From an optimization exercise on the open Yosys and OpenROAD flow, aimed at small area, a short achievable clock period and few clock cycles; shortcuts taken in it are not production practice. Where RTL was checked, it was by simulation tests only, not by an equivalence proof against the original. The RTL of runs 5 and 6 was laid out without a check of its function.

File: design/flow/flow/margin.txt
18.6
File: design/flow/standard.sh
#!/bin/bash
# synth_recipe.tcl (not shown) runs the flow's synth.tcl, then flattens the netlist and writes it again
# the make line also repeats each setting of config.mk as NAME=value (left out here)
make -C /OpenROAD-flow-scripts/flow DESIGN_CONFIG=/design/flow/config.mk WORK_HOME=/design/flow/orfs CLKGATE_MAP_FILE= SYNTH_SCRIPT=/design/flow/synth_recipe.tcl "${@:-finish}"
File: design/flow/flow/my_abc.tcl
proc abc {args} {
  set i [lsearch -exact $args -script]
  if {$i >= 0 && [info exists ::env(MY_ABC_SCRIPT)]} { lset args [expr {$i+1}] $::env(MY_ABC_SCRIPT) }
  set j [lsearch -exact $args -D]
  if {$j >= 0 && [info exists ::env(MY_ABC_NO_D)]} { set args [lreplace $args $j [expr {$j+1}]] }
  yosys abc {*}$args
}
File: design/flow/design.v
module aes_sbox (
    input  logic [7:0] a,
    output logic [7:0] y
);
    logic U0,U1,U2,U3,U4,U5,U6,U7;
    logic T1,T2,T3,T4,T5,T6,T7,T8,T9,T10,T11,T12,T13,T14,T15,T16,T17,T18,T19,T20,T21,T22,T23,T24,T25,T26,T27;
    logic M1,M2,M3,M4,M5,M6,M7,M8,M9,M10,M11,M12,M13,M14,M15,M16,M17,M18,M19,M20,M21,M22,M23,M24,M25,M26,M27,M28,M29,M30;
    logic M31,M32,M33,M34,M35,M36,M37,M38,M39,M40,M41,M42,M43,M44,M45,M46,M47,M48,M49,M50,M51,M52,M53,M54,M55,M56,M57,M58,M59,M60,M61,M62,M63;
    logic L0,L1,L2,L3,L4,L5,L6,L7,L8,L9,L10,L11,L12,L13,L14,L15,L16,L17,L18,L19,L20,L21,L22,L23,L24,L25,L26,L27,L28,L29;
    assign {U0,U1,U2,U3,U4,U5,U6,U7} = a;
    assign T1 = U0 ^ U3;
    assign T2 = U0 ^ U5;
    assign T3 = U0 ^ U6;
    assign T4 = U3 ^ U5;
    assign T5 = U4 ^ U6;
    assign T6 = T1 ^ T5;
    assign T7 = U1 ^ U2;
    assign T8 = U7 ^ T6;
    assign T9 = U7 ^ T7;
    assign T10 = T6 ^ T7;
    assign T11 = U1 ^ U5;
    assign T12 = U2 ^ U5;
    assign T13 = T3 ^ T4;
    assign T14 = T6 ^ T11;
    assign T15 = T5 ^ T11;
    assign T16 = T5 ^ T12;
    assign T17 = T9 ^ T16;
    assign T18 = U3 ^ U7;
    assign T19 = T7 ^ T18;
    assign T20 = T1 ^ T19;
    assign T21 = U6 ^ U7;
    assign T22 = T7 ^ T21;
    assign T23 = T2 ^ T22;
    assign T24 = T2 ^ T10;
    assign T25 = T20 ^ T17;
    assign T26 = T3 ^ T16;
    assign T27 = T1 ^ T12;
    assign M1 = T13 & T6;
    assign M2 = T23 & T8;
    assign M3 = T14 ^ M1;
    assign M4 = T19 & U7;
    assign M5 = M4 ^ M1;
    assign M6 = T3 & T16;
    assign M7 = T22 & T9;
    assign M8 = T26 ^ M6;
    assign M9 = T20 & T17;
    assign M10 = M9 ^ M6;
    assign M11 = T1 & T15;
    assign M12 = T4 & T27;
    assign M13 = M12 ^ M11;
    assign M14 = T2 & T10;
    assign M15 = M14 ^ M11;
    assign M16 = M3 ^ M2;
    assign M17 = M5 ^ T24;
    assign M18 = M8 ^ M7;
    assign M19 = M10 ^ M15;
    assign M20 = M16 ^ M13;
    assign M21 = M17 ^ M15;
    assign M22 = M18 ^ M13;
    assign M23 = M19 ^ T25;
    assign M24 = M22 ^ M23;
    assign M25 = M22 & M20;
    assign M26 = M21 ^ M25;
    assign M27 = M20 ^ M21;
    assign M28 = M23 ^ M25;
    assign M29 = M28 & M27;
    assign M30 = M26 & M24;
    assign M31 = M20 & M23;
    assign M32 = M27 & M31;
    assign M33 = M27 ^ M25;
    assign M34 = M21 & M22;
    assign M35 = M24 & M34;
    assign M36 = M24 ^ M25;
    assign M37 = M21 ^ M29;
    assign M38 = M32 ^ M33;
    assign M39 = M23 ^ M30;
    assign M40 = M35 ^ M36;
    assign M41 = M38 ^ M40;
    assign M42 = M37 ^ M39;
    assign M43 = M37 ^ M38;
    assign M44 = M39 ^ M40;
    assign M45 = M42 ^ M41;
    assign M46 = M44 & T6;
    assign M47 = M40 & T8;
    assign M48 = M39 & U7;
    assign M49 = M43 & T16;
    assign M50 = M38 & T9;
    assign M51 = M37 & T17;
    assign M52 = M42 & T15;
    assign M53 = M45 & T27;
    assign M54 = M41 & T10;
    assign M55 = M44 & T13;
    assign M56 = M40 & T23;
    assign M57 = M39 & T19;
    assign M58 = M43 & T3;
    assign M59 = M38 & T22;
    assign M60 = M37 & T20;
    assign M61 = M42 & T1;
    assign M62 = M45 & T4;
    assign M63 = M41 & T2;
    assign L0 = M61 ^ M62;
    assign L1 = M50 ^ M56;
    assign L2 = M46 ^ M48;
    assign L3 = M47 ^ M55;
    assign L4 = M54 ^ M58;
    assign L5 = M49 ^ M61;
    assign L6 = M62 ^ L5;
    assign L7 = M46 ^ L3;
    assign L8 = M51 ^ M59;
    assign L9 = M52 ^ M53;
    assign L10 = M53 ^ L4;
    assign L11 = M60 ^ L2;
    assign L12 = M48 ^ M51;
    assign L13 = M50 ^ L0;
    assign L14 = M52 ^ M61;
    assign L15 = M55 ^ L1;
    assign L16 = M56 ^ L0;
    assign L17 = M57 ^ L1;
    assign L18 = M58 ^ L8;
    assign L19 = M63 ^ L4;
    assign L20 = L0 ^ L1;
    assign L21 = L1 ^ L7;
    assign L22 = L3 ^ L12;
    assign L23 = L18 ^ L2;
    assign L24 = L15 ^ L9;
    assign L25 = L6 ^ L10;
    assign L26 = L7 ^ L9;
    assign L27 = L8 ^ L10;
    assign L28 = L11 ^ L14;
    assign L29 = L11 ^ L17;
    assign y[7] = L6 ^ L24;
    assign y[6] = ~(L16 ^ L26);
    assign y[5] = ~(L19 ^ L28);
    assign y[4] = L6 ^ L21;
    assign y[3] = L20 ^ L22;
    assign y[2] = L25 ^ L29;
    assign y[1] = ~(L13 ^ L27);
    assign y[0] = ~(L6 ^ L23);
endmodule
module aes_inv_key_sched (
    input  logic         clk,
    input  logic         rst_n,
    input  logic         clear,
    input  logic [127:0] key_in,
    input  logic         key_valid,
    output logic         key_ready,
    output logic [127:0] rk_out,
    output logic [3:0]   rk_round,
    output logic         rk_valid,
    input  logic         rk_ready,
    output logic         rk_last,
    output logic         busy
);
    logic [127:0] key_reg;
    logic [3:0]   ctr;
    logic         busy_q, ready_q, emit_q, last_q;
    logic         run_q;    
    logic         dir_q;    
    logic [31:0]  w0, w1, w2, w3;
    logic [31:0]  sbox_in, rot, sub, t;
    logic [7:0]   rcon;     
    logic [31:0]  n0, n1, n2, n3, t_f;
    logic         e, f;
    assign w0 = key_reg[127:96];
    assign w1 = key_reg[95:64];
    assign w2 = key_reg[63:32];
    assign w3 = key_reg[31:0];
    assign sbox_in = w3 ^ ({32{dir_q}} & w2);
    assign rot     = {sbox_in[23:0], sbox_in[31:24]};
    for (genvar b = 0; b < 4; b++) begin : g_sbox
        aes_sbox u_sbox (
            .a (rot[8*b +: 8]),
            .y (sub[8*b +: 8])
        );
    end
    assign t = sub ^ {rcon, 24'h000000};
    assign e   = !dir_q || rk_ready;
    assign f   = !dir_q;    
    assign t_f = {32{f}} & t;
    assign n0 = w0 ^ ({32{e}} & t);
    assign n1 = w1 ^ ({32{e}} & w0) ^ t_f;
    assign n2 = w2 ^ (f ? n1 : ({32{e}} & w1));    
    assign n3 = w3 ^ ({32{e}} & w2) ^ ({32{f}} & n1);
    always_ff @(posedge clk) key_reg <= run_q ? {n0, n1, n2, n3} : key_in;
    logic rcon_last;
    assign rcon_last = rcon[5] && rcon[2];    
    always_ff @(posedge clk) begin
        if (!run_q)                       rcon <= 8'h01;
        else if (!dir_q) begin
            if (!rcon_last)               rcon <= {rcon[6:0], 1'b0} ^ (rcon[7] ? 8'h1b : 8'h00);
        end else if (rk_ready)            rcon <= rcon[0] ? ({1'b1, rcon[7:1]} ^ 8'h0d) : {1'b0, rcon[7:1]};
    end
    always_ff @(posedge clk) begin
        if (!run_q)                       ctr <= 4'd10;
        else if (dir_q && rk_ready)       ctr <= ctr - 4'd1;
    end
    logic accept, fwd_done, rk_hs, done;
    assign accept   = !busy_q && key_valid;    
    assign fwd_done = run_q && !dir_q && rcon_last;
    assign rk_hs    = emit_q && rk_ready;
    assign done     = rk_hs && (ctr == 4'd0);
    always_ff @(posedge clk) begin
        if (clear || !run_q) dir_q <= 1'b0;
        else if (fwd_done)    dir_q <= 1'b1;
    end
    always_ff @(posedge clk or negedge rst_n) begin
        if (!rst_n)              run_q <= 1'b0;
        else if (clear)          run_q <= 1'b0;
        else if (!run_q)         run_q <= key_valid;
        else if (done)           run_q <= 1'b0;
    end
    always_ff @(posedge clk or negedge rst_n) begin
        if (!rst_n) begin
            busy_q  <= 1'b0;
            ready_q <= 1'b1;
            emit_q  <= 1'b0;
            last_q  <= 1'b0;
        end else if (clear) begin
            busy_q  <= 1'b0;
            ready_q <= 1'b1;
            emit_q  <= 1'b0;
            last_q  <= 1'b0;
        end else begin
            if (accept) begin
                busy_q  <= 1'b1;
                ready_q <= 1'b0;
            end else if (done) begin
                busy_q  <= 1'b0;
                ready_q <= 1'b1;
            end
            if (fwd_done)  emit_q <= 1'b1;
            else if (done) emit_q <= 1'b0;
            if (rk_hs) last_q <= (ctr == 4'd1);
        end
    end
    assign key_ready = ready_q;
    assign busy      = busy_q;
    assign rk_valid  = emit_q;
    assign rk_last   = last_q;
    assign rk_out    = key_reg;
    assign rk_round  = ctr;
endmodule
File: design/flow/flow/run.sh
#!/bin/bash
# The standard layout (standard.sh), with these changes:
#  - synthesis maps logic with an area-oriented ABC script (flow/area.abc)
#    instead of ORFS's speed script; everything else in synthesis is as in
#    synth_recipe.tcl (same register mapping, flattening and renaming);
#  - the port buffers are buf_1 cells (repair_timing upsizes those on critical paths);
#  - repair_timing works to a setup margin of MARGIN ns (the SDC and its
#    clock period are unchanged).
set -euo pipefail
D=$(pwd)
MARGIN=$(cat flow/margin.txt)
{ cat flow/my_abc.tcl; cat synth_recipe.tcl; } > my_synth.tcl
sed 's#/synth_recipe.tcl#/my_synth.tcl#' standard.sh > my_standard.sh
export MY_ABC_SCRIPT=$D/flow/area.abc
export BUFFER_PORTS_ARGS="-buffer_cell sky130_fd_sc_hd__buf_1"
export SETUP_SLACK_MARGIN=$MARGIN
bash my_standard.sh > standard.log 2>&1
File: design/flow/config.mk
export PLATFORM = sky130hd
export DESIGN_NAME = aes_inv_key_sched
export DESIGN_NICKNAME = aes_inv_key_sched
export VERILOG_FILES = /design/flow/design.v
export SDC_FILE = /design/flow/constraint.sdc
export NUM_CORES = 4
export LEC_CHECK = 0
export CAP_MARGIN = 20
export CORE_MARGIN = 2
export CORE_UTILIZATION = 40
export CTS_BUF_LIST = sky130_fd_sc_hd__clkbuf_8
export SLEW_MARGIN = 20
export TNS_END_PERCENT = 0
File: design/flow/flow/area.abc
strash
&get -n
&st
&dch -f
&nf -a -R 1000
&put
File: design/flow/constraint.sdc
create_clock -name core_clock -period 25.0 [get_ports {clk}]
set_input_delay 5.0000 -clock core_clock [delete_from_list [all_inputs] [get_ports {clk}]]
set_output_delay 5.0000 -clock core_clock [all_outputs]
set_load 0.01 [all_outputs]
==> tab_implementation.tex, run 1 <==
\begin{tabular}{lr}
\hline
Metric & Value \\
\hline
\multicolumn{2}{l}{\textbf{Critical path}} \\
Critical Path RT & 25300 ps \\
Slowest CP cell & sky130\_fd\_sc\_hd\_\_xnor2\_1 \\
Worst path buffer plus inverter count & 2 \\
Ordered list of cells on the worst path & buf\_2 -> nand2b\_4 -> buf\_6 -> nand2\_1 -> xnor2\_1 -> xnor2\_1 -> nor2\_1 -> a21oi\_1 -> xor2\_1 -> a21oi\_1 \\
Kind of cell adding the most delay to the critical path & XOR/XNOR gates \\
Crit-path max FO & 18 \\
Nature of the critical path startpoint & primary input \\
WP data arrival & 6690 ps \\
Worst setup path class & primary input to register \\
Delay of the slowest critical-path stage & 250 ps \\
Critical path capture point type & register \\
\multicolumn{2}{l}{\textbf{Clock tree}} \\
Clock Tree Root & sky130\_fd\_sc\_hd\_\_clkbuf\_8 \\
Post-CTS Hold Fix Bufs & 0 \\
Number of buffers added by the clock tree synthesis step & 17 \\
Worst-skew pair later-pin latency & 450 ps \\
TritonCTS sink count & 146 \\
Clk slew on worst S/H paths & 100 ps \\
CTS tree & done \\
Maximum root-to-sink buffer count & 2 \\
H-tree depth & 4 \\
\multicolumn{2}{l}{\textbf{Global route}} \\
Via count of the first global-routing pass & 9737 \\
GRT Residual Overflow & 0 \\
Wire length of the first global-routing pass & 49.43 mm \\
Total routing resource utilization after global routing & 21.17\% \\
Pin count of the biggest net entering global routing & 106 \\
Antenna violations before repair & 1 \\
\multicolumn{2}{l}{\textbf{Detailed routing}} \\
Vias after detailed routing & 10.19k \\
First-pass detailed-route iteration total & 5 \\
Avg WL per Cell & 15.03 um \\
Highest metal used & met4 \\
Vias per Instance & 4.881 \\
Number of remaining DRC errors & 0 \\
Drt initial violations & 451 \\
Met1 wire length & 15.00 mm \\
Met2 Wirelength & 14.55 mm \\
Met3 wire length & 1.522 mm \\
Final ANT Viol Nets & 0 \\
Wire length after detailed routing & 31.36 mm \\
\multicolumn{2}{l}{\textbf{Hold path}} \\
Tightest Hold Check Type & register to register \\
\multicolumn{2}{l}{\textbf{Floorplan}} \\
Total number of placement rows & 60 \\
Placeable Area & 27030 um\^{}2 \\
Die X-Extent & 170.3 um \\
Die footprint & 29000 um\^{}2 \\
Number of top-level pins & 269 \\
Effective utilization at floorplan & 40.94\% \\
Chip Height & 170.3 um \\
\multicolumn{2}{l}{\textbf{Layout}} \\
Number of nets in the layout & 1876 \\
Layout-stage area growth over the synthesis result & 21.91\% \\
Number of flip-flops in the largest register & 128 \\
Fraction of final layout cells sized beyond drive strength 1 & 6.017\% \\
Count of fill cells added during filler insertion & 2757 \\
Final standard cell utilization of the core & 49.90\% \\
\multicolumn{2}{l}{\textbf{Job}} \\
Max-cap violation count & 0 \\
\multicolumn{2}{l}{\textbf{Synth}} \\
Post-synthesis cell area & 11060 um\^{}2 \\
Share of the synthesized netlist area taken by xor and xnor gates & 43.38\% \\
Post-synthesis adder-cell area fraction & 1.244\% \\
Net count of the mapped netlist & 1570 \\
Syn Area/Cell & 7.758 um\^{}2 \\
Total of flip-flops plus latches after synthesis & 146 \\
Fraction of synthesis flops using an asynchronous set or reset pin & 3.425\% \\
Largest family of logic cells by synthesized area & XOR/XNOR gates \\
Multiplexer share of the synthesized area & 0.1810\% \\
Yosys warning total & 1 \\
Number of distinct library cells after synthesis & 30 \\
Post-synth EDFFs & 0 \\
Post-synthesis share of cell area spent on and, or, nand and nor gates & 17.34\% \\
Primary flip-flop cell chosen by synthesis mapping & sky130\_fd\_sc\_hd\_\_dfxtp\_1 \\
Post-synthesis compound-gate area fraction & 10.62\% \\
Post-synthesis sequential area ratio & 26.66\% \\
Instance count of the mapped netlist & 1426 \\
\multicolumn{2}{l}{\textbf{Placement}} \\
Gpl congestion & 0.8910 \\
Detailed-placement wirelength estimate & 22.37 mm \\
IO buf count & 268 \\
\multicolumn{2}{l}{\textbf{STA}} \\
Aggregate negative setup slack & 0 ps \\
Final critical-path required period & 6391 ps \\
Slew @ Worst Pin & 1042 ps \\
Relative slew margins & 30.24\% \\
Clock Skew & 20.33 ps \\
Number of hold-slack violations in the final timing report & 0 \\
Period utilisation layout & 25.56\% \\
Number of failing setup endpoints in the final timing report & 0 \\
Final-report max-slew violation count & 0 \\
Fmax & 156.5 MHz \\
Setup repair after global routing missed its margin & yes \\
\multicolumn{2}{l}{\textbf{Outcome}} \\
Result of the run & complete, no violations \\
\hline
\end{tabular}
area by class of cell:
type | count | area (um^2) | share of cell area, %
Multi-Input combinational cell | 1264 | 8442 | 62.59
Sequential cell | 146 | 2957 | 21.92
Timing Repair Buffer | 286 | 1216 | 9.018
Tap cell | 341 | 426.7 | 3.164
Clock buffer | 17 | 234.0 | 1.735
Clock inverter | 15 | 145.1 | 1.076
Inverter | 17 | 63.81 | 0.4731
Antenna cell | 1 | 2.502 | 0.01855
cell usage after synthesis (all sizes together) (2+ instances only):
library cell / number / area [um^2]
ha: 11 / 137.6
dfrtp: 4 / 100.1
xor2: 204 / 1787
and2: 4 / 25.02
mux2i: 2 / 20.02
o21ai: 24 / 120.1
nor2: 248 / 930.9
nand2b: 30 / 187.7
clkinv: 17 / 63.81
o211a: 4 / 40.04
xnor2: 344 / 3013
o31a: 2 / 17.52
dfxtp: 141 / 2823
nor2b: 9 / 56.30
nand2: 177 / 664.4
o211ai: 2 / 15.01
nand3: 4 / 20.02
a21oi: 187 / 935.9
cell usage in the layout, fill, tap and decap left out, types with 17 or more instances in the layout:
cell and count:
sky130_fd_sc_hd__xnor2_1 326, sky130_fd_sc_hd__buf_1 267, sky130_fd_sc_hd__nor2_1 248, sky130_fd_sc_hd__a21oi_1 186, sky130_fd_sc_hd__xor2_1 180, sky130_fd_sc_hd__nand2_1 177
sky130_fd_sc_hd__dfxtp_1 140, sky130_fd_sc_hd__nand2b_1 29, sky130_fd_sc_hd__xor2_2 23, sky130_fd_sc_hd__o21ai_0 20, sky130_fd_sc_hd__clkinv_1 17, sky130_fd_sc_hd__clkbuf_8 17
worst reg2reg max path: cells and delay by family, from the launching register on:
family | cells | cell delay (ps)
xor+xnor | 15 | 3460
simple gates | 5 | 830
fa+ha+maj | 1 | 280
compound gates | 3 | 500
buf+inv | 2 | 450
flops | 1 | 450
metrics by stage:
step                instance area (um^2)  hold slack, ps  setup WS, ps  cells
finish                             13490           509.6         18610   2087
global placement                   12550           480.0         17510   2040
floorplan                          11060           502.2         17110   1426
CTS                                13160           515.6         18550   2080
detailed placement                 12550           488.7         17420   2040
global route                       13480           567.8         18500   2086
repair_timing:
action	4_1_cts	5_1_grt
setup endpoints to repair	120	66
pin swaps	0	6
gates resized for setup	26	40
cloned	1	1
setup buffers	7	5
worst paths after layout:
check                                        start                  end  cells past startpoint
worst min register to register  busy_q$_DFFE_PN0P_   busy_q$_DFFE_PN0P_                      2
worst max register to register  dir_q$_SDFFE_PP0P_  key_reg[34]$_DFF_P_                     26
worst min-delay path            busy_q$_DFFE_PN0P_   busy_q$_DFFE_PN0P_                      2
max in group asynchronous                    rst_n  ready_q$_DFFE_PN1P_                      1
worst max-delay path                      rk_ready  key_reg[51]$_DFF_P_                     10
min in group asynchronous                    rst_n      run_q$_DFF_PN0_                      1
logic make-up (layout without fill, tap and decap cells):
group                    count (synthesis)  after routing
adder cells (fa/ha/maj)                 11             11
XOR/XNOR                               548            548
flip-flops                             146            146
multiplexers                             2              2
other                                    0              1
AND/OR/NAND/NOR                        477            478
AO/OA/AOI/OAI                          225            225
buffers and inverters                   17            335
per-layer routing:
layer,vias up,global-route usage [%]
met5,-,0
met2,246,34.91
met1,4747,29.18
met3,14,3.605
met4,0,4.051
li1,5179,-
Testbench counts, summed over its fixed seeds: cycles 7,040.
==> run 2: changes to the inputs <==
--- a/design/flow/flow/run.sh
+++ b/design/flow/flow/run.sh
@@ -4,6 +4,7 @@
 #    instead of ORFS's speed script; everything else in synthesis is as in
 #    synth_recipe.tcl (same register mapping, flattening and renaming);
 #  - the port buffers are buf_1 cells (repair_timing upsizes those on critical paths);
+#  - repair_timing does not clone gates;
 #  - repair_timing works to a setup margin of MARGIN ns (the SDC and its
 #    clock period are unchanged).
 set -euo pipefail
@@ -14,4 +15,5 @@
 export MY_ABC_SCRIPT=$D/flow/area.abc
 export BUFFER_PORTS_ARGS="-buffer_cell sky130_fd_sc_hd__buf_1"
 export SETUP_SLACK_MARGIN=$MARGIN
+export SKIP_GATE_CLONING=1
 bash my_standard.sh > standard.log 2>&1
==> design/flow/flow/margin.txt (replaced) <==
18.8
==> tab_implementation.tex, run 2 <==
\begin{tabular}{lr}
\hline
Metric & Value \\
\hline
\multicolumn{2}{l}{\textbf{Outcome}} \\
Result of the run & complete, no violations \\
\multicolumn{2}{l}{\textbf{Layout}} \\
Fraction of final layout cells sized beyond drive strength 1 & 6.514\% \\
Number of nets in the layout & 1881 \\
Most frequent standard cell in the layout excluding fill and tap cells & sky130\_fd\_sc\_hd\_\_xnor2\_1 \\
Count of fill cells added during filler insertion & 2742 \\
Number of flip-flops in the largest register & 128 \\
Layout-stage area growth over the synthesis result & 22.77\% \\
Most frequent cells in the layout & sky130\_fd\_sc\_hd\_\_xnor2\_1 (321), sky130\_fd\_sc\_hd\_\_buf\_1 (267), sky130\_fd\_sc\_hd\_\_nor2\_1 (248) \\
Finished layout cell area & 13580 um\^{}2 \\
\multicolumn{2}{l}{\textbf{Placement}} \\
IO buf count & 268 \\
Detailed-placement wirelength estimate & 22.37 mm \\
Gpl congestion & 0.8910 \\
Placement Cell Area & 12550 um\^{}2 \\
Dpl ws & 17420 ps \\
\multicolumn{2}{l}{\textbf{Floorplan}} \\
Die X-Extent & 170.3 um \\
Number of top-level pins & 269 \\
Placeable Area & 27030 um\^{}2 \\
Effective utilization at floorplan & 40.94\% \\
Die footprint & 29000 um\^{}2 \\
Total number of placement rows & 60 \\
Chip Height & 170.3 um \\
\multicolumn{2}{l}{\textbf{Clock tree}} \\
Maximum root-to-sink buffer count & 2 \\
H-tree depth & 4 \\
TritonCTS sink count & 146 \\
CTS tree & done \\
Number of buffers added by the clock tree synthesis step & 17 \\
Clk slew on worst S/H paths & 100 ps \\
Clock Tree Root & sky130\_fd\_sc\_hd\_\_clkbuf\_8 \\
Worst-skew pair later-pin latency & 460 ps \\
Post-CTS Hold Fix Bufs & 0 \\
\multicolumn{2}{l}{\textbf{Synth}} \\
Fraction of synthesis flops using an asynchronous set or reset pin & 3.425\% \\
Post-synthesis cell type with the largest combined area & sky130\_fd\_sc\_hd\_\_xnor2\_1 \\
Total of flip-flops plus latches after synthesis & 146 \\
Portion of synthesized cell area occupied by the leading cell type & 27.23\% \\
Post-synthesis cell area & 11060 um\^{}2 \\
Most frequent cells after synthesis & sky130\_fd\_sc\_hd\_\_xnor2\_1 (344), sky130\_fd\_sc\_hd\_\_nor2\_1 (248), sky130\_fd\_sc\_hd\_\_xor2\_1 (204) \\
Primary flip-flop cell chosen by synthesis mapping & sky130\_fd\_sc\_hd\_\_dfxtp\_1 \\
Number of distinct library cells after synthesis & 30 \\
Most frequently used cell type in the post-synthesis netlist & sky130\_fd\_sc\_hd\_\_xnor2\_1 \\
Net count of the mapped netlist & 1570 \\
Ranking of synthesized cells by area & sky130\_fd\_sc\_hd\_\_xnor2\_1 (27\%), sky130\_fd\_sc\_hd\_\_dfxtp\_1 (26\%), sky130\_fd\_sc\_hd\_\_xor2\_1 (16\%), sky130\_fd\_sc\_hd\_\_a21oi\_1 (8.5\%), sky130\_fd\_sc\_hd\_\_nor2\_1 (8.4\%) \\
Post-synthesis sequential area ratio & 26.66\% \\
Post-synth EDFFs & 0 \\
Instance count of the mapped netlist & 1426 \\
Syn Area/Cell & 7.758 um\^{}2 \\
Yosys warning total & 1 \\
\multicolumn{2}{l}{\textbf{Global route}} \\
GRT Residual Overflow & 0 \\
Via count of the first global-routing pass & 9784 \\
Antenna violations before repair & 1 \\
Wire length of the first global-routing pass & 49.96 mm \\
Pin count of the biggest net entering global routing & 106 \\
Total routing resource utilization after global routing & 21.43\% \\
\multicolumn{2}{l}{\textbf{Critical path}} \\
Reg-to-Reg Start & dir\_q\$\_SDFFE\_PP0P\_ \\
Slowest CP cell & sky130\_fd\_sc\_hd\_\_xnor2\_1 \\
Crit-path max FO & 9 \\
Delay of the slowest critical-path stage & 250 ps \\
Nature of the critical path startpoint & primary input \\
Crit path launch & rk\_ready \\
Worst path buffer plus inverter count & 2 \\
Worst setup path class & primary input to register \\
Critical Path RT & 25300 ps \\
Kind of cell adding the most delay to the critical path & XOR/XNOR gates \\
WP data arrival & 6560 ps \\
Critical path capture point type & register \\
Ordered list of cells on the worst path & buf\_2 -> nand2b\_4 -> buf\_4 -> nand2\_1 -> xnor2\_1 -> xnor2\_1 -> nor2\_1 -> a21oi\_1 -> xor2\_1 -> a21oi\_1 \\
\multicolumn{2}{l}{\textbf{STA}} \\
Fmax & 159.9 MHz \\
Final-report max-slew violation count & 0 \\
Aggregate negative setup slack & 0 ps \\
Period utilisation layout & 25.02\% \\
Clock Skew & 18.92 ps \\
Number of hold-slack violations in the final timing report & 0 \\
Relative slew margins & 30.77\% \\
Least setup slack across all paths after layout & 18740 ps \\
Slew @ Worst Pin & 1038 ps \\
Final critical-path required period & 6255 ps \\
Number of failing setup endpoints in the final timing report & 0 \\
Setup repair after global routing missed its margin & yes \\
\multicolumn{2}{l}{\textbf{Detailed routing}} \\
Number of remaining DRC errors & 0 \\
Wire length after detailed routing & 31.48 mm \\
Vias after detailed routing & 10.23k \\
Avg WL per Cell & 15.05 um \\
First-pass detailed-route iteration total & 4 \\
Vias per Instance & 4.890 \\
Final ANT Viol Nets & 0 \\
Drt initial violations & 510 \\
\multicolumn{2}{l}{\textbf{Job}} \\
Max-cap violation count & 0 \\
\multicolumn{2}{l}{\textbf{Hold path}} \\
Worst hold path startpoint & busy\_q\$\_DFFE\_PN0P\_ \\
Tightest Hold Check Type & register to register \\
\hline
\end{tabular}
-- run 2: cell families (layout without fill, tap and decap cells) --
family / Yosys count / after routing / synth area share (%)
AO/OA/AOI/OAI: 225 / 225 / 10.62
AND/OR/NAND/NOR: 477 / 477 / 17.34
XOR/XNOR: 548 / 548 / 43.38
other: 0 / 1 / 0
buffers and inverters: 17 / 341 / 0.5768
multiplexers: 2 / 2 / 0.1810
adder cells (fa/ha/maj): 11 / 11 / 1.244
flip-flops: 146 / 146 / 26.66
-- run 2: final timing paths --
path	to	cells past startpoint
max in group asynchronous	ready_q$_DFFE_PN1P_	1
min in group asynchronous	last_q$_DFFE_PN0P_	1
min	busy_q$_DFFE_PN0P_	2
max reg2reg	key_reg[39]$_DFF_P_	24
min reg2reg	busy_q$_DFFE_PN0P_	2
max	key_reg[51]$_DFF_P_	10
-- run 2: what timing repair did --
| item | CTS | global route |
|---|---|---|
| gates resized for setup | 34 | 35 |
| buffers inserted | 13 | 6 |
| setup endpoints to repair | 128 | 90 |
| pin swaps | 2 | 6 |
-- run 2: through the flow --
stage          std cells  util (%)  hold slack (ps)
2_1_floorplan       1426         -            502.2
3_3_place_gp        2040     46.44            480.0
3_5_place_dp        2040     46.44            488.7
4_1_cts             2085     49.13            515.6
5_1_grt             2091     50.25            568.7
6_report            2092     50.25            508.9
-- run 2: cell type report --
cell class,count,area [um^2],area share (%)
timing repair buffer,292,1264,9.304
clock buffer,17,234.0,1.723
sequential,146,2957,21.77
tap,341,426.7,3.141
multi-input combinational,1263,8489,62.51
clock inverter,15,145.1,1.069
inverter,17,63.81,0.4698
antenna,1,2.502,0.01842
-- run 2: tightest hold or removal path, delay by kind of cell (launching register included) --
family / cells / cell delay [ps]
and+or+nand+nor: 2 / 110
DFF: 1 / 380
-- run 2: per-layer routing --
layer  routed length (um)  up-vias  part of all wire (%)  GRT usage [%]
met3                 1517       12                   4.8          3.535
li1                     -     5182                     -              -
met4                  202        0                  0.64          3.530
met1                15100     4786                    48          29.77
met5                    0        -                     0              0
met2                14660      250                    47          35.42
==> run 3: changes to the inputs <==
--- a/design/flow/config.mk
+++ b/design/flow/config.mk
@@ -10,4 +10,3 @@
 export CORE_UTILIZATION = 40
 export CTS_BUF_LIST = sky130_fd_sc_hd__clkbuf_8
 export SLEW_MARGIN = 20
-export TNS_END_PERCENT = 0
==> tab_implementation.tex, run 3 <==
\begin{tabular}{lr}
\hline
Metric & Value \\
\hline
\multicolumn{2}{l}{\textbf{Clock tree}} \\
Worst-skew pair later-pin latency & 470 ps \\
Number of buffers added by the clock tree synthesis step & 17 \\
Clk slew on worst S/H paths & 90 ps \\
TritonCTS sink count & 146 \\
Clock Tree Root & sky130\_fd\_sc\_hd\_\_clkbuf\_8 \\
H-tree depth & 4 \\
Maximum root-to-sink buffer count & 2 \\
CTS tree & done \\
Post-CTS Hold Fix Bufs & 0 \\
\multicolumn{2}{l}{\textbf{Critical path}} \\
Worst setup path class & primary input to register \\
R2R Path End & key\_reg[34]\$\_DFF\_P\_ \\
Cell count of the worst reg-to-reg path & 29 \\
Logic depth of the worst path, buffers included & 12 \\
Nature of the critical path startpoint & primary input \\
Critical path capture point type & register \\
Reg-to-Reg Start & dir\_q\$\_SDFFE\_PP0P\_ \\
Critical Path RT & 25320 ps \\
Ordered list of cells on the worst path & buf\_8 -> nand2b\_4 -> buf\_16 -> buf\_16 -> buf\_12 -> nand2\_4 -> xor2\_2 -> xnor2\_2 -> nor2\_2 -> a21oi\_2 -> xor2\_1 -> a21oi\_1 \\
WP data arrival & 6600 ps \\
Cell repeated most along the worst path & sky130\_fd\_sc\_hd\_\_buf\_16 \\
Kind of cell adding the most delay to the critical path & buffers and inverters \\
Worst path buffer plus inverter count & 4 \\
Slowest CP cell & sky130\_fd\_sc\_hd\_\_xor2\_2 \\
Delay of the slowest critical-path stage & 190 ps \\
Crit path launch & rk\_ready \\
Crit-path max FO & 7 \\
\multicolumn{2}{l}{\textbf{Detailed routing}} \\
Wire length after detailed routing & 33.66 mm \\
Avg WL per Cell & 15.88 um \\
Final ANT Viol Nets & 0 \\
Vias after detailed routing & 10.44k \\
Vias per Instance & 4.923 \\
Number of remaining DRC errors & 0 \\
First-pass detailed-route iteration total & 5 \\
Drt initial violations & 463 \\
\multicolumn{2}{l}{\textbf{Synth}} \\
Total of flip-flops plus latches after synthesis & 146 \\
Primary flip-flop cell chosen by synthesis mapping & sky130\_fd\_sc\_hd\_\_dfxtp\_1 \\
Post-synthesis cell area & 11060 um\^{}2 \\
Most frequent cells after synthesis & sky130\_fd\_sc\_hd\_\_xnor2\_1 (344), sky130\_fd\_sc\_hd\_\_nor2\_1 (248), sky130\_fd\_sc\_hd\_\_xor2\_1 (204) \\
Yosys warning total & 1 \\
Most frequently used cell type in the post-synthesis netlist & sky130\_fd\_sc\_hd\_\_xnor2\_1 \\
Number of distinct library cells after synthesis & 30 \\
Post-synthesis cell type with the largest combined area & sky130\_fd\_sc\_hd\_\_xnor2\_1 \\
Post-synthesis sequential area ratio & 26.66\% \\
Syn Area/Cell & 7.758 um\^{}2 \\
Instance count of the mapped netlist & 1426 \\
Fraction of synthesis flops using an asynchronous set or reset pin & 3.425\% \\
Post-synth EDFFs & 0 \\
Net count of the mapped netlist & 1570 \\
Portion of synthesized cell area occupied by the leading cell type & 27.23\% \\
Ranking of synthesized cells by area & sky130\_fd\_sc\_hd\_\_xnor2\_1 (27\%), sky130\_fd\_sc\_hd\_\_dfxtp\_1 (26\%), sky130\_fd\_sc\_hd\_\_xor2\_1 (16\%), sky130\_fd\_sc\_hd\_\_a21oi\_1 (8.5\%), sky130\_fd\_sc\_hd\_\_nor2\_1 (8.4\%) \\
\multicolumn{2}{l}{\textbf{STA}} \\
Relative slew margins & 31.01\% \\
Fmax & 159.1 MHz \\
Clock Skew & 25.38 ps \\
Number of hold-slack violations in the final timing report & 0 \\
Final critical-path required period & 6285 ps \\
Slew @ Worst Pin & 1035 ps \\
Setup repair after global routing missed its margin & yes \\
Worst hold slack after final layout & 513.4 ps \\
Number of failing setup endpoints in the final timing report & 0 \\
Aggregate negative setup slack & 0 ps \\
Period utilisation layout & 25.14\% \\
Final-report max-slew violation count & 0 \\
\multicolumn{2}{l}{\textbf{Placement}} \\
Gpl congestion & 0.9352 \\
Placed Cells incl. Taps & 2039 \\
Placement Cell Area & 12550 um\^{}2 \\
Detailed-placement wirelength estimate & 22.05 mm \\
IO buf count & 268 \\
\multicolumn{2}{l}{\textbf{Layout}} \\
Count of fill cells added during filler insertion & 2642 \\
Footprint of the flip-flops and latches & 2960 um\^{}2 \\
Ant diodes & 0 \\
Number of flip-flops in the largest register & 128 \\
Layout-stage area growth over the synthesis result & 29.89\% \\
Multi-input combinational cell area & 8912 um\^{}2 \\
Most frequent standard cell in the layout excluding fill and tap cells & sky130\_fd\_sc\_hd\_\_xnor2\_1 \\
Fraction of final layout cells sized beyond drive strength 1 & 11.07\% \\
Number of nets in the layout & 1910 \\
Most frequent cells in the layout & sky130\_fd\_sc\_hd\_\_xnor2\_1 (305), sky130\_fd\_sc\_hd\_\_buf\_1 (266), sky130\_fd\_sc\_hd\_\_nor2\_1 (238) \\
Finished layout cell area & 14370 um\^{}2 \\
Final cell count without fillers & 2120 \\
\multicolumn{2}{l}{\textbf{Floorplan}} \\
Placeable Area & 27030 um\^{}2 \\
Number of top-level pins & 269 \\
Die footprint & 29000 um\^{}2 \\
Die X-Extent & 170.3 um \\
Effective utilization at floorplan & 40.94\% \\
Total number of placement rows & 60 \\
Chip Height & 170.3 um \\
\multicolumn{2}{l}{\textbf{Global route}} \\
Wire length of the first global-routing pass & 49.16 mm \\
Total routing resource utilization after global routing & 21.21\% \\
Pin count of the biggest net entering global routing & 106 \\
GRT Residual Overflow & 0 \\
Via count of the first global-routing pass & 9724 \\
Antenna violations before repair & 0 \\
\multicolumn{2}{l}{\textbf{Hold path}} \\
Worst hold endpoint & busy\_q\$\_DFFE\_PN0P\_ \\
Tightest Hold Check Type & register to register \\
Worst hold path startpoint & busy\_q\$\_DFFE\_PN0P\_ \\
Worst Hold Depth & 2 \\
\multicolumn{2}{l}{\textbf{Outcome}} \\
Result of the run & complete, no violations \\
\multicolumn{2}{l}{\textbf{Job}} \\
Max-cap violation count & 0 \\
\hline
\end{tabular}
run 3: cell counts after synthesis:
Identical to the previous run, type by type.
run 3: cell families after synthesis:
logic type | Yosys count | synth area share, %
multiplexers | 2 | 0.1810
AO/OA/AOI/OAI | 225 | 10.62
buffers and inverters | 17 | 0.5768
AND/OR/NAND/NOR | 477 | 17.34
flip-flops | 146 | 26.66
adder cells (fa/ha/maj) | 11 | 1.244
XOR/XNOR | 548 | 43.38
run 3: stage by stage:
stage	worst slack [ps]	utilization, %
floorplan	18240	-
global placement	17510	46.42
detailed placement	17330	46.42
CTS	18730	49.05
global route	18680	53.17
finish	18720	53.17
run 3: how the worst max path moves through the flow:
stage	slack [ps]	to
CTS	18730	key_reg[35]$_DFF_P_
global route	18680	key_reg[34]$_DFF_P_
global placement	17510	key_reg[35]$_DFF_P_
finish	18720	key_reg[39]$_DFF_P_
floorplan	18240	key_reg[33]$_DFF_P_
detailed placement	17330	key_reg[34]$_DFF_P_
run 3: cell type report:
cell class                      instances  share of cell area, %
Timing Repair Buffer                  321                  11.31
Multi-Input combinational cell       1263                  62.02
Tap cell                              341                  2.969
Sequential cell                       146                  20.60
Clock buffer                           17                  1.628
Clock inverter                         15                  1.027
Inverter                               17                 0.4441
run 3: what timing repair did:
action / in CTS / in global routing
gates resized for setup: 35 / 115
setup endpoints to repair: 128 / 83
pin swaps: 0 / 61
buffers inserted: 8 / 41
run 3: worst min-delay path, cell delays in order (launching register included):
cell and delay, ps:
sky130_fd_sc_hd__dfrtp_1 380, sky130_fd_sc_hd__nand2_1 60, sky130_fd_sc_hd__nand2_1 50
run 3: metal layers:
layer	wire (um)	GRT usage, %	vias to the layer above
met3	1688	2.930	31
met4	586	6.169	0
met2	15670	34.75	292
li1	-	-	5233
met1	15720	29.03	4881
met5	0	0	-
==> run 4: changes to the inputs <==
==> design/flow/flow/margin.txt (replaced) <==
18.6
==> tab_implementation.tex, run 4 <==
\begin{tabular}{lr}
\hline
Metric & Value \\
\hline
\multicolumn{2}{l}{\textbf{Floorplan}} \\
Die X-Extent & 170.3 um \\
Chip Height & 170.3 um \\
Die footprint & 29000 um\^{}2 \\
Effective utilization at floorplan & 40.94\% \\
Total number of placement rows & 60 \\
Placeable Area & 27030 um\^{}2 \\
Number of top-level pins & 269 \\
\multicolumn{2}{l}{\textbf{Synth}} \\
Primary flip-flop cell chosen by synthesis mapping & sky130\_fd\_sc\_hd\_\_dfxtp\_1 \\
Ranking of synthesized cells by area & sky130\_fd\_sc\_hd\_\_xnor2\_1 (27\%), sky130\_fd\_sc\_hd\_\_dfxtp\_1 (26\%), sky130\_fd\_sc\_hd\_\_xor2\_1 (16\%), sky130\_fd\_sc\_hd\_\_a21oi\_1 (8.5\%), sky130\_fd\_sc\_hd\_\_nor2\_1 (8.4\%) \\
Post-synthesis sequential area ratio & 26.66\% \\
Fraction of synthesis flops using an asynchronous set or reset pin & 3.425\% \\
Portion of synthesized cell area occupied by the leading cell type & 27.23\% \\
Post-synthesis cell type with the largest combined area & sky130\_fd\_sc\_hd\_\_xnor2\_1 \\
Net count of the mapped netlist & 1570 \\
Post-synth EDFFs & 0 \\
Total of flip-flops plus latches after synthesis & 146 \\
Instance count of the mapped netlist & 1426 \\
Yosys warning total & 1 \\
Number of distinct library cells after synthesis & 30 \\
Most frequent cells after synthesis & sky130\_fd\_sc\_hd\_\_xnor2\_1 (344), sky130\_fd\_sc\_hd\_\_nor2\_1 (248), sky130\_fd\_sc\_hd\_\_xor2\_1 (204) \\
Most frequently used cell type in the post-synthesis netlist & sky130\_fd\_sc\_hd\_\_xnor2\_1 \\
Syn Area/Cell & 7.758 um\^{}2 \\
Post-synthesis cell area & 11060 um\^{}2 \\
\multicolumn{2}{l}{\textbf{Detailed routing}} \\
Drt initial violations & 437 \\
Vias after detailed routing & 10.09k \\
Avg WL per Cell & 15.05 um \\
Wire length after detailed routing & 31.42 mm \\
Final ANT Viol Nets & 0 \\
Number of remaining DRC errors & 0 \\
Vias per Instance & 4.830 \\
First-pass detailed-route iteration total & 5 \\
\multicolumn{2}{l}{\textbf{Outcome}} \\
Result of the run & complete, no violations \\
\multicolumn{2}{l}{\textbf{STA}} \\
Relative slew margins & 22.61\% \\
Slew @ Worst Pin & 1156 ps \\
Number of failing setup endpoints in the final timing report & 0 \\
Period utilisation layout & 24.68\% \\
Fmax & 162.1 MHz \\
Number of hold-slack violations in the final timing report & 0 \\
Aggregate negative setup slack & 0 ps \\
Clock Skew & 16.18 ps \\
Final-report max-slew violation count & 0 \\
Final critical-path required period & 6171 ps \\
Setup repair after global routing missed its margin & yes \\
\multicolumn{2}{l}{\textbf{Layout}} \\
Fraction of final layout cells sized beyond drive strength 1 & 6.182\% \\
Number of nets in the layout & 1878 \\
Ant diodes & 0 \\
Most frequent cells in the layout & sky130\_fd\_sc\_hd\_\_xnor2\_1 (324), sky130\_fd\_sc\_hd\_\_buf\_1 (267), sky130\_fd\_sc\_hd\_\_nor2\_1 (248) \\
Layout-stage area growth over the synthesis result & 23.15\% \\
Most frequent standard cell in the layout excluding fill and tap cells & sky130\_fd\_sc\_hd\_\_xnor2\_1 \\
Count of fill cells added during filler insertion & 2782 \\
Number of flip-flops in the largest register & 128 \\
\multicolumn{2}{l}{\textbf{Placement}} \\
IO buf count & 268 \\
Detailed-placement wirelength estimate & 22.05 mm \\
Gpl congestion & 0.8896 \\
\multicolumn{2}{l}{\textbf{Clock tree}} \\
TritonCTS sink count & 146 \\
Maximum root-to-sink buffer count & 2 \\
Worst-skew pair later-pin latency & 460 ps \\
Clock Tree Root & sky130\_fd\_sc\_hd\_\_clkbuf\_8 \\
Number of buffers added by the clock tree synthesis step & 17 \\
H-tree depth & 4 \\
Post-CTS Hold Fix Bufs & 0 \\
CTS tree & done \\
Clk slew on worst S/H paths & 90 ps \\
\multicolumn{2}{l}{\textbf{Global route}} \\
Met1 GRT Util & 28.08\% \\
GRT Residual Overflow & 0 \\
Via count of the first global-routing pass & 9577 \\
Met2 Usage GRT & 36.13\% \\
Fraction of met3 tracks used by global routing & 3.837\% \\
Antenna violations before repair & 0 \\
Busiest metal layer after global routing & met2 \\
Total routing resource utilization after global routing & 21.13\% \\
Pin count of the biggest net entering global routing & 102 \\
Wire length of the first global-routing pass & 49.00 mm \\
\multicolumn{2}{l}{\textbf{Critical path}} \\
Critical Path RT & 25310 ps \\
Worst setup path class & primary input to register \\
Nature of the critical path startpoint & primary input \\
Delay of the slowest critical-path stage & 260 ps \\
WP data arrival & 6480 ps \\
Ordered list of cells on the worst path & clkbuf\_2 -> nand2b\_4 -> buf\_12 -> nand2\_1 -> xnor2\_1 -> xnor2\_1 -> nor2\_1 -> a21oi\_1 -> xor2\_1 -> a21oi\_1 \\
Slowest CP cell & sky130\_fd\_sc\_hd\_\_xnor2\_1 \\
Critical path capture point type & register \\
Crit-path max FO & 11 \\
\multicolumn{2}{l}{\textbf{Hold path}} \\
Tightest Hold Check Type & register to register \\
\multicolumn{2}{l}{\textbf{Job}} \\
Max-cap violation count & 0 \\
\hline
\end{tabular}
-- run 4: layout make-up --
type | count | area [um^2] | area share, %
clock buffers | 18 | 247.7 | 1.818
clock inverters | 14 | 143.9 | 1.056
inverters | 17 | 63.81 | 0.4684
multi-input cells | 1263 | 8511 | 62.47
flip-flops and latches | 146 | 2957 | 21.70
well taps | 341 | 426.7 | 3.132
repair buffers | 289 | 1275 | 9.358
-- run 4: stage by stage --
step                      cell area (um^2)  utilization (%)  cells  hold WS [ps]  worst slack [ps]
after floorplan                      11080                -   1426         502.2             18240
after CTS                            13160            48.68   2076         513.0             18540
after global routing                 13620            50.41   2088         555.5             18550
after detailed placement             12540            46.42   2039         488.4             17710
after global placement               12540            46.42   2039         479.8             17760
final                                13620            50.41   2088         523.1             18830
-- run 4: worst max-delay path, delay by kind of cell --
kind                      cells  cell delay, ps
xor gates and xnor gates      3             550
and+or+nand+nor               3             370
buffers and inverters         2             300
AOI/OAI and AO/OA             2             240
-- run 4: repair_timing --
item / in CTS / in global routing
gates resized for setup: 20 / 46
pin swaps: 0 / 5
endpoints found under the setup margin: 106 / 75
setup buffers: 5 / 12
-- run 4: metal layers --
metal | share of wire [%] | vias to the layer above | routed length [um]
li1 | - | 5171 | -
met4 | 0.72 | 0 | 225
met2 | 48 | 210 | 14920
met1 | 47 | 4690 | 14710
met3 | 5.0 | 14 | 1560
met5 | 0 | - | 0
-- run 4: worst paths after layout --
kind / start / endpoint / slack [ps] / depth (start not counted)
setup reg to reg: dir_q$_SDFFE_PP0P_ / key_reg[34]$_DFF_P_ / 19000 / 28
hold reg to reg: busy_q$_DFFE_PN0P_ / busy_q$_DFFE_PN0P_ / 520 / 2
max in group asynchronous: rst_n / run_q$_DFF_PN0_ / 20250 / 1
hold / removal: busy_q$_DFFE_PN0P_ / busy_q$_DFFE_PN0P_ / 520 / 2
setup / recovery: rk_ready / key_reg[37]$_DFF_P_ / 18830 / 10
min in group asynchronous: rst_n / busy_q$_DFFE_PN0P_ / 4440 / 1
-- run 4: cell families (layout without fill, tap and decap cells) --
| kind of cell | after synthesis | count (layout) | share of synthesized area, % |
|---|---|---|---|
| AOI/OAI and AO/OA | 225 | 225 | 10.62 |
| xor gates and xnor gates | 548 | 548 | 43.38 |
| adders and majority gates | 11 | 11 | 1.244 |
| DFF | 146 | 146 | 26.66 |
| buffers and inverters | 17 | 338 | 0.5768 |
| muxes | 2 | 2 | 0.1810 |
| and+or+nand+nor | 477 | 477 | 17.34 |
==> run 5: changes to the inputs <==
--- a/design/flow/design.v
+++ b/design/flow/design.v
@@ -159,7 +159,7 @@
     logic [31:0]  w0, w1, w2, w3;
     logic [31:0]  sbox_in, rot, sub, t;
     logic [7:0]   rcon;     
-    logic [31:0]  n0, n1, n2, n3, t_f;
+    logic [31:0]  n0, n1, n2, n3;
     logic         e, f;
     assign w0 = key_reg[127:96];
     assign w1 = key_reg[95:64];
@@ -176,11 +176,10 @@
     assign t = sub ^ {rcon, 24'h000000};
     assign e   = !dir_q || rk_ready;
     assign f   = !dir_q;    
-    assign t_f = {32{f}} & t;
     assign n0 = w0 ^ ({32{e}} & t);
-    assign n1 = w1 ^ ({32{e}} & w0) ^ t_f;
-    assign n2 = w2 ^ (f ? n1 : ({32{e}} & w1));    
-    assign n3 = w3 ^ ({32{e}} & w2) ^ ({32{f}} & n1);
+    assign n1 = w1 ^ (f ? n0 : ({32{e}} & w0));
+    assign n2 = w2 ^ (f ? n1 : ({32{e}} & w1));
+    assign n3 = w3 ^ (f ? n2 : ({32{e}} & w2));
     always_ff @(posedge clk) key_reg <= run_q ? {n0, n1, n2, n3} : key_in;
     logic rcon_last;
     assign rcon_last = rcon[5] && rcon[2];    
--- a/design/flow/flow/run.sh
+++ b/design/flow/flow/run.sh
@@ -4,7 +4,6 @@
 #    instead of ORFS's speed script; everything else in synthesis is as in
 #    synth_recipe.tcl (same register mapping, flattening and renaming);
 #  - the port buffers are buf_1 cells (repair_timing upsizes those on critical paths);
-#  - repair_timing does not clone gates;
 #  - repair_timing works to a setup margin of MARGIN ns (the SDC and its
 #    clock period are unchanged).
 set -euo pipefail
@@ -15,5 +14,4 @@
 export MY_ABC_SCRIPT=$D/flow/area.abc
 export BUFFER_PORTS_ARGS="-buffer_cell sky130_fd_sc_hd__buf_1"
 export SETUP_SLACK_MARGIN=$MARGIN
-export SKIP_GATE_CLONING=1
 bash my_standard.sh > standard.log 2>&1
==> design/flow/flow/margin.txt (replaced) <==
18.5
==> tab_implementation.tex, run 5 <==
\begin{tabular}{lr}
\hline
Metric & Value \\
\hline
\multicolumn{2}{l}{\textbf{Outcome}} \\
Result of the run & complete, no violations \\
\multicolumn{2}{l}{\textbf{Detailed routing}} \\
First-pass detailed-route iteration total & 7 \\
Avg WL per Cell & 15.75 um \\
Highest metal used & met4 \\
Met2 Wirelength & 16.27 mm \\
Met1 wire length & 15.23 mm \\
Vias per Instance & 4.964 \\
Number of remaining DRC errors & 0 \\
Met3 wire length & 1.667 mm \\
Wire length after detailed routing & 33.73 mm \\
Drt initial violations & 617 \\
Vias after detailed routing & 10.63k \\
Final ANT Viol Nets & 0 \\
\multicolumn{2}{l}{\textbf{Placement}} \\
IO buf count & 268 \\
Detailed-placement wirelength estimate & 21.65 mm \\
Gpl congestion & 0.8938 \\
\multicolumn{2}{l}{\textbf{Critical path}} \\
Crit-path max FO & 8 \\
Slowest CP cell & sky130\_fd\_sc\_hd\_\_xnor2\_1 \\
WP data arrival & 6860 ps \\
Delay of the slowest critical-path stage & 230 ps \\
Worst path buffer plus inverter count & 2 \\
Kind of cell adding the most delay to the critical path & XOR/XNOR gates \\
Ordered list of cells on the worst path & buf\_12 -> nor2b\_4 -> clkbuf\_16 -> a211oi\_1 -> xnor2\_1 -> o21ai\_1 -> xnor2\_1 -> o21ai\_1 -> xnor2\_1 -> o21ai\_1 -> xnor2\_1 -> a21oi\_1 \\
Critical Path RT & 25350 ps \\
Critical path capture point type & register \\
Nature of the critical path startpoint & primary input \\
Worst setup path class & primary input to register \\
Cell repeated most along the worst path & sky130\_fd\_sc\_hd\_\_xnor2\_1 \\
\multicolumn{2}{l}{\textbf{Global route}} \\
GRT Residual Overflow & 0 \\
Wire length of the first global-routing pass & 49.07 mm \\
Via count of the first global-routing pass & 9720 \\
Antenna violations before repair & 0 \\
Pin count of the biggest net entering global routing & 82 \\
Total routing resource utilization after global routing & 21.50\% \\
\multicolumn{2}{l}{\textbf{Clock tree}} \\
Clock Tree Root & sky130\_fd\_sc\_hd\_\_clkbuf\_8 \\
H-tree depth & 4 \\
TritonCTS sink count & 146 \\
Maximum root-to-sink buffer count & 2 \\
Number of buffers added by the clock tree synthesis step & 17 \\
Clk slew on worst S/H paths & 100 ps \\
CTS tree & done \\
Worst-skew pair later-pin latency & 480 ps \\
\multicolumn{2}{l}{\textbf{Synth}} \\
Post-synthesis share of cell area spent on and, or, nand and nor gates & 16.53\% \\
Post-synthesis adder-cell area fraction & 1.294\% \\
Post-synthesis cell type with the largest combined area & sky130\_fd\_sc\_hd\_\_xnor2\_1 \\
Post-synth EDFFs & 0 \\
Share of the synthesized netlist area taken by xor and xnor gates & 39.04\% \\
Net count of the mapped netlist & 1541 \\
Multiplexer share of the synthesized area & 0.2942\% \\
Primary flip-flop cell chosen by synthesis mapping & sky130\_fd\_sc\_hd\_\_dfxtp\_1 \\
Most frequently used cell type in the post-synthesis netlist & sky130\_fd\_sc\_hd\_\_xnor2\_1 \\
Ranking of synthesized cells by area & sky130\_fd\_sc\_hd\_\_xnor2\_1 (28\%), sky130\_fd\_sc\_hd\_\_dfxtp\_1 (27\%), sky130\_fd\_sc\_hd\_\_xor2\_1 (11\%), sky130\_fd\_sc\_hd\_\_nor2\_1 (7.9\%), sky130\_fd\_sc\_hd\_\_a21oi\_1 (7.4\%) \\
Number of distinct library cells after synthesis & 28 \\
Most frequent cells after synthesis & sky130\_fd\_sc\_hd\_\_xnor2\_1 (338), sky130\_fd\_sc\_hd\_\_nor2\_1 (224), sky130\_fd\_sc\_hd\_\_nand2\_1 (197) \\
Fraction of synthesis flops using an asynchronous set or reset pin & 3.425\% \\
Portion of synthesized cell area occupied by the leading cell type & 27.84\% \\
Yosys warning total & 1 \\
Post-synthesis cell area & 10630 um\^{}2 \\
Total of flip-flops plus latches after synthesis & 146 \\
Instance count of the mapped netlist & 1397 \\
Post-synthesis sequential area ratio & 27.73\% \\
Syn Area/Cell & 7.612 um\^{}2 \\
Post-synthesis compound-gate area fraction & 14.51\% \\
Largest family of logic cells by synthesized area & XOR/XNOR gates \\
\multicolumn{2}{l}{\textbf{Job}} \\
Max-cap violation count & 0 \\
\multicolumn{2}{l}{\textbf{Floorplan}} \\
Effective utilization at floorplan & 40.81\% \\
Die footprint & 27910 um\^{}2 \\
Total number of placement rows & 59 \\
Number of top-level pins & 269 \\
Die X-Extent & 167.1 um \\
Chip Height & 167.1 um \\
Placeable Area & 26060 um\^{}2 \\
\multicolumn{2}{l}{\textbf{Layout}} \\
Most frequent cells in the layout & sky130\_fd\_sc\_hd\_\_xnor2\_1 (279), sky130\_fd\_sc\_hd\_\_buf\_1 (267), sky130\_fd\_sc\_hd\_\_nor2\_1 (220) \\
Fraction of final layout cells sized beyond drive strength 1 & 16.28\% \\
Most frequent standard cell in the layout excluding fill and tap cells & sky130\_fd\_sc\_hd\_\_xnor2\_1 \\
Number of flip-flops in the largest register & 128 \\
Layout-stage area growth over the synthesis result & 39.49\% \\
Ant diodes & 0 \\
Final standard cell utilization of the core & 56.92\% \\
Number of nets in the layout & 1937 \\
\multicolumn{2}{l}{\textbf{STA}} \\
Final critical-path required period & 6507 ps \\
Number of hold-slack violations in the final timing report & 0 \\
Period utilisation layout & 26.03\% \\
Relative slew margins & 46.85\% \\
Slew @ Worst Pin & 797.2 ps \\
Number of failing setup endpoints in the final timing report & 0 \\
Final-report max-slew violation count & 0 \\
Fmax & 153.7 MHz \\
Setup repair after global routing missed its margin & yes \\
Aggregate negative setup slack & 0 ps \\
Clock Skew & 17.68 ps \\
\multicolumn{2}{l}{\textbf{Hold path}} \\
Tightest Hold Check Type & register to register \\
\hline
\end{tabular}
## run 5: cell types whose count changed after synthesis, moves of 20 or more
cell / change
sky130_fd_sc_hd__o21ai_0: +90
sky130_fd_sc_hd__xor2_1: -68
sky130_fd_sc_hd__a21oi_1: -29
sky130_fd_sc_hd__nand2b_1: -26
sky130_fd_sc_hd__nor2_1: -24
sky130_fd_sc_hd__nand2_1: +20
## run 5: logic make-up after synthesis
group / after synthesis
flip-flops: 146
multiplexers: 3
AO/OA/AOI/OAI: 296
buffers and inverters: 17
AND/OR/NAND/NOR: 450
XOR/XNOR: 474
adder cells (fa/ha/maj): 11
## run 5: per-stage QoR
step / worst slack [ps] / instance area (um^2) / hold slack [ps] / std cells
2_1_floorplan: 18010 / 10650 / 459.9 / 1397
3_3_place_gp: 17210 / 12120 / 445.3 / 2006
3_5_place_dp: 17200 / 12120 / 452.5 / 2006
4_1_cts: 18460 / 13180 / 469.8 / 2056
5_1_grt: 18300 / 14830 / 489.1 / 2141
6_report: 18490 / 14830 / 465.5 / 2141
## run 5: metal layers
layer	track usage [%]	up-vias
met5	0	-
met3	4.515	42
met2	35.73	287
li1	-	5342
met4	3.711	0
met1	29.15	4956
## run 5: final timing paths
kind                       cells after the start  slack [ps]                   to           startpoint
max in group asynchronous                      1       20360  ready_q$_DFFE_PN1P_                rst_n
min reg2reg                                    2         470  ready_q$_DFFE_PN1P_  ready_q$_DFFE_PN1P_
min in group asynchronous                      1        4360   last_q$_DFFE_PN0P_                rst_n
max reg2reg                                   30       18700   key_reg[1]$_DFF_P_   dir_q$_SDFFE_PP0P_
min                                            2         470  ready_q$_DFFE_PN1P_  ready_q$_DFFE_PN1P_
max                                           12       18490  key_reg[17]$_DFF_P_             rk_ready
## run 5: worst register-to-register path: cells and delay by family, from the launching register on
family	cells	cell delay (ps)
XOR/XNOR	15	3440
AO/OA/AOI/OAI	6	1010
AND/OR/NAND/NOR	6	760
buffers and inverters	3	540
flip-flops	1	410
## run 5: timing repair
action,in CTS,in global routing
pin swaps,7,97
gates resized for setup,74,150
endpoints found under the setup margin,100,62
cloned,3,3
hold buffers,0,0
setup buffers,15,82
## run 5: final cells by class
cell class | instances | area [um^2]
Inverter | 17 | 63.81
Clock buffer | 17 | 234.0
Sequential cell | 146 | 2957
Timing Repair Buffer | 374 | 2001
Fill cell | 2437 | 11230
Multi-Input combinational cell | 1237 | 8974
Tap cell | 335 | 419.2
Clock inverter | 15 | 185.2
==> run 6: changes to the inputs <==
==> design/flow/flow/margin.txt (replaced) <==
18.2
==> tab_implementation.tex, run 6 <==
\begin{tabular}{lr}
\hline
Metric & Value \\
\hline
\multicolumn{2}{l}{\textbf{Detailed routing}} \\
Vias after detailed routing & 10.26k \\
Number of remaining DRC errors & 0 \\
Final ANT Viol Nets & 0 \\
Avg WL per Cell & 15.45 um \\
Wire length after detailed routing & 32.05 mm \\
Drt initial violations & 626 \\
\multicolumn{2}{l}{\textbf{Floorplan}} \\
Chip Height & 167.1 um \\
Die X-Extent & 167.1 um \\
Die footprint & 27910 um\^{}2 \\
Number of top-level pins & 269 \\
Effective utilization at floorplan & 40.81\% \\
Total number of placement rows & 59 \\
Placeable Area & 26060 um\^{}2 \\
\multicolumn{2}{l}{\textbf{Global route}} \\
Antenna violations before repair & 0 \\
Wire length of the first global-routing pass & 49.13 mm \\
Pin count of the biggest net entering global routing & 92 \\
GRT Residual Overflow & 0 \\
Via count of the first global-routing pass & 9608 \\
Total routing resource utilization after global routing & 21.43\% \\
\multicolumn{2}{l}{\textbf{Critical path}} \\
Worst setup path class & primary input to register \\
Kind of cell adding the most delay to the critical path & XOR/XNOR gates \\
Reg-to-Reg Start & dir\_q\$\_SDFFE\_PP0P\_ \\
WP data arrival & 6930 ps \\
Critical path capture point type & register \\
Slowest CP cell & sky130\_fd\_sc\_hd\_\_and2\_4 \\
\multicolumn{2}{l}{\textbf{Synth}} \\
Post-synthesis sequential area ratio & 27.73\% \\
Most frequently used cell type in the post-synthesis netlist & sky130\_fd\_sc\_hd\_\_xnor2\_1 \\
Most frequent cells after synthesis & sky130\_fd\_sc\_hd\_\_xnor2\_1 (338), sky130\_fd\_sc\_hd\_\_nor2\_1 (224), sky130\_fd\_sc\_hd\_\_nand2\_1 (197) \\
Yosys warning total & 1 \\
Primary flip-flop cell chosen by synthesis mapping & sky130\_fd\_sc\_hd\_\_dfxtp\_1 \\
Syn Area/Cell & 7.612 um\^{}2 \\
Ranking of synthesized cells by area & sky130\_fd\_sc\_hd\_\_xnor2\_1 (28\%), sky130\_fd\_sc\_hd\_\_dfxtp\_1 (27\%), sky130\_fd\_sc\_hd\_\_xor2\_1 (11\%), sky130\_fd\_sc\_hd\_\_nor2\_1 (7.9\%), sky130\_fd\_sc\_hd\_\_a21oi\_1 (7.4\%) \\
Instance count of the mapped netlist & 1397 \\
Post-synthesis cell area & 10630 um\^{}2 \\
Post-synth EDFFs & 0 \\
Portion of synthesized cell area occupied by the leading cell type & 27.84\% \\
\multicolumn{2}{l}{\textbf{Outcome}} \\
Result of the run & complete, no violations \\
\multicolumn{2}{l}{\textbf{STA}} \\
Period utilisation layout & 26.46\% \\
Setup repair after global routing missed its margin & yes \\
Number of hold-slack violations in the final timing report & 0 \\
Relative slew margins & 41.73\% \\
Final-report max-slew violation count & 0 \\
Fmax & 151.2 MHz \\
Slew @ Worst Pin & 874.0 ps \\
Clock Skew & 17.55 ps \\
Number of failing setup endpoints in the final timing report & 0 \\
\multicolumn{2}{l}{\textbf{Layout}} \\
Number of nets in the layout & 1870 \\
Layout-stage area growth over the synthesis result & 29.56\% \\
Most frequent cells in the layout & sky130\_fd\_sc\_hd\_\_xnor2\_1 (302), sky130\_fd\_sc\_hd\_\_buf\_1 (267), sky130\_fd\_sc\_hd\_\_nor2\_1 (224) \\
Most frequent standard cell in the layout excluding fill and tap cells & sky130\_fd\_sc\_hd\_\_xnor2\_1 \\
Finished layout cell area & 13780 um\^{}2 \\
Number of flip-flops in the largest register & 128 \\
Final cell count without fillers & 2074 \\
Fraction of final layout cells sized beyond drive strength 1 & 9.546\% \\
\multicolumn{2}{l}{\textbf{Placement}} \\
Gpl congestion & 0.9097 \\
Detailed-placement wirelength estimate & 21.77 mm \\
IO buf count & 268 \\
Placement Cell Area & 12120 um\^{}2 \\
Placed Cells incl. Taps & 2006 \\
\multicolumn{2}{l}{\textbf{Job}} \\
Max-cap violation count & 0 \\
\multicolumn{2}{l}{\textbf{Clock tree}} \\
Clock Tree Root & sky130\_fd\_sc\_hd\_\_clkbuf\_8 \\
H-tree depth & 4 \\
TritonCTS sink count & 146 \\
\hline
\end{tabular}
-- run 6: logic make-up (layout without fill, tap and decap cells) --
family	Yosys count	count (layout)	share of synthesized area [%]
XOR/XNOR	474	474	39.04
AND/OR/NAND/NOR	450	453	16.53
AO/OA/AOI/OAI	296	296	14.51
flip-flops	146	146	27.73
buffers and inverters	17	356	0.6001
adder cells (fa/ha/maj)	11	11	1.294
multiplexers	3	3	0.2942
-- run 6: area by class of cell --
cell class                 instances  area [um^2]
sequential                       146         2957
clock inverter                    14        145.1
timing repair buffer             307         1426
tap                              335        419.2
inverter                          17        63.81
fill                            2561        12280
multi-input combinational       1237         8518
clock buffer                      18        247.7
-- run 6: timing repair --
action                                  in CTS  in global routing
hold buffers                                 0                  0
gates resized for setup                     45                 82
pin swaps                                    0                 17
hold endpoints to repair                     0                  0
cloned                                       3                  2
setup buffers                                4                 27
endpoints found under the setup margin      67                 60
-- run 6: worst paths after layout --
path / end / slack (ps) / depth (start not counted)
hold / removal: ready_q$_DFFE_PN1P_ / 460 / 2
hold reg to reg: ready_q$_DFFE_PN1P_ / 460 / 2
setup / recovery: key_reg[15]$_DFF_P_ / 18390 / 11
setup reg to reg: key_reg[10]$_DFF_P_ / 18660 / 29
max in group asynchronous: ready_q$_DFFE_PN1P_ / 20370 / 1
min in group asynchronous: run_q$_DFF_PN0_ / 4360 / 1
-- run 6: worst min-delay path, stage by stage, from the launching register on --
cell and delay (ps):
sky130_fd_sc_hd__dfstp_2 380, sky130_fd_sc_hd__clkinv_1 40, sky130_fd_sc_hd__a21oi_1 50
-- run 6: metrics by stage --
| step | worst slack [ps] | utilization [%] | hold WS (ps) |
|---|---|---|---|
| 2_1_floorplan | 18010 | - | 459.9 |
| 3_3_place_gp | 17260 | 46.52 | 442.2 |
| 3_5_place_dp | 17200 | 46.52 | 449.7 |
| 4_1_cts | 18190 | 49.43 | 467.2 |
| 5_1_grt | 18120 | 52.87 | 488.6 |
| 6_report | 18390 | 52.87 | 463.9 |
-- run 6: routing by layer --
layer | global-route usage [%] | vias to the layer above | wire length, um
met5 | 0 | - | 0
met4 | 4.948 | 0 | 355
met3 | 4.183 | 27 | 1720
met2 | 34.44 | 250 | 14910
met1 | 29.68 | 4766 | 15060
li1 | - | 5214 | -

## re-timing with driven ports
The flow's constraints put no driver on any port. The routed layouts listed below were extracted and timed again, unchanged, in two steps. Step 1 assumes that a clkbuf_16 drives the clock port and a buf_2 every other input. Step 2 adds t to the input delays and takes it off the output delays; t is the mean of the earliest and latest rising clock arrival at the registers after step 1. Input paths then give back, and output paths get back, about the clock's delay inside the block. Slacks: no drivers / after step 1 / after step 2; pairs: no drivers / after step 1.
run	t, ns	setup slack, ns	hold slack, ns	latest minus earliest clock arrival (ns)
run 1	0.487	18.609 / 18.623 / 18.136	0.510 / 0.510 / 0.510	0.021 / 0.020
run 2	0.493	18.745 / 18.751 / 18.270	0.509 / 0.509 / 0.509	0.019 / 0.020
run 3	0.505	18.715 / 18.716 / 18.211	0.513 / 0.513 / 0.513	0.027 / 0.026
run 4	0.492	18.829 / 18.795 / 18.355	0.523 / 0.523 / 0.523	0.016 / 0.016
run 5	0.510	18.493 / 18.487 / 17.977	0.465 / 0.465 / 0.465	0.018 / 0.018
run 6	0.514	18.386 / 18.402 / 17.889	0.464 / 0.464 / 0.464	0.019 / 0.019
After both steps setup and hold are still met in every run listed. The setup slack of run 5, which loses most, moves by -0.006 ns with the drivers and by -0.516 ns with both steps.
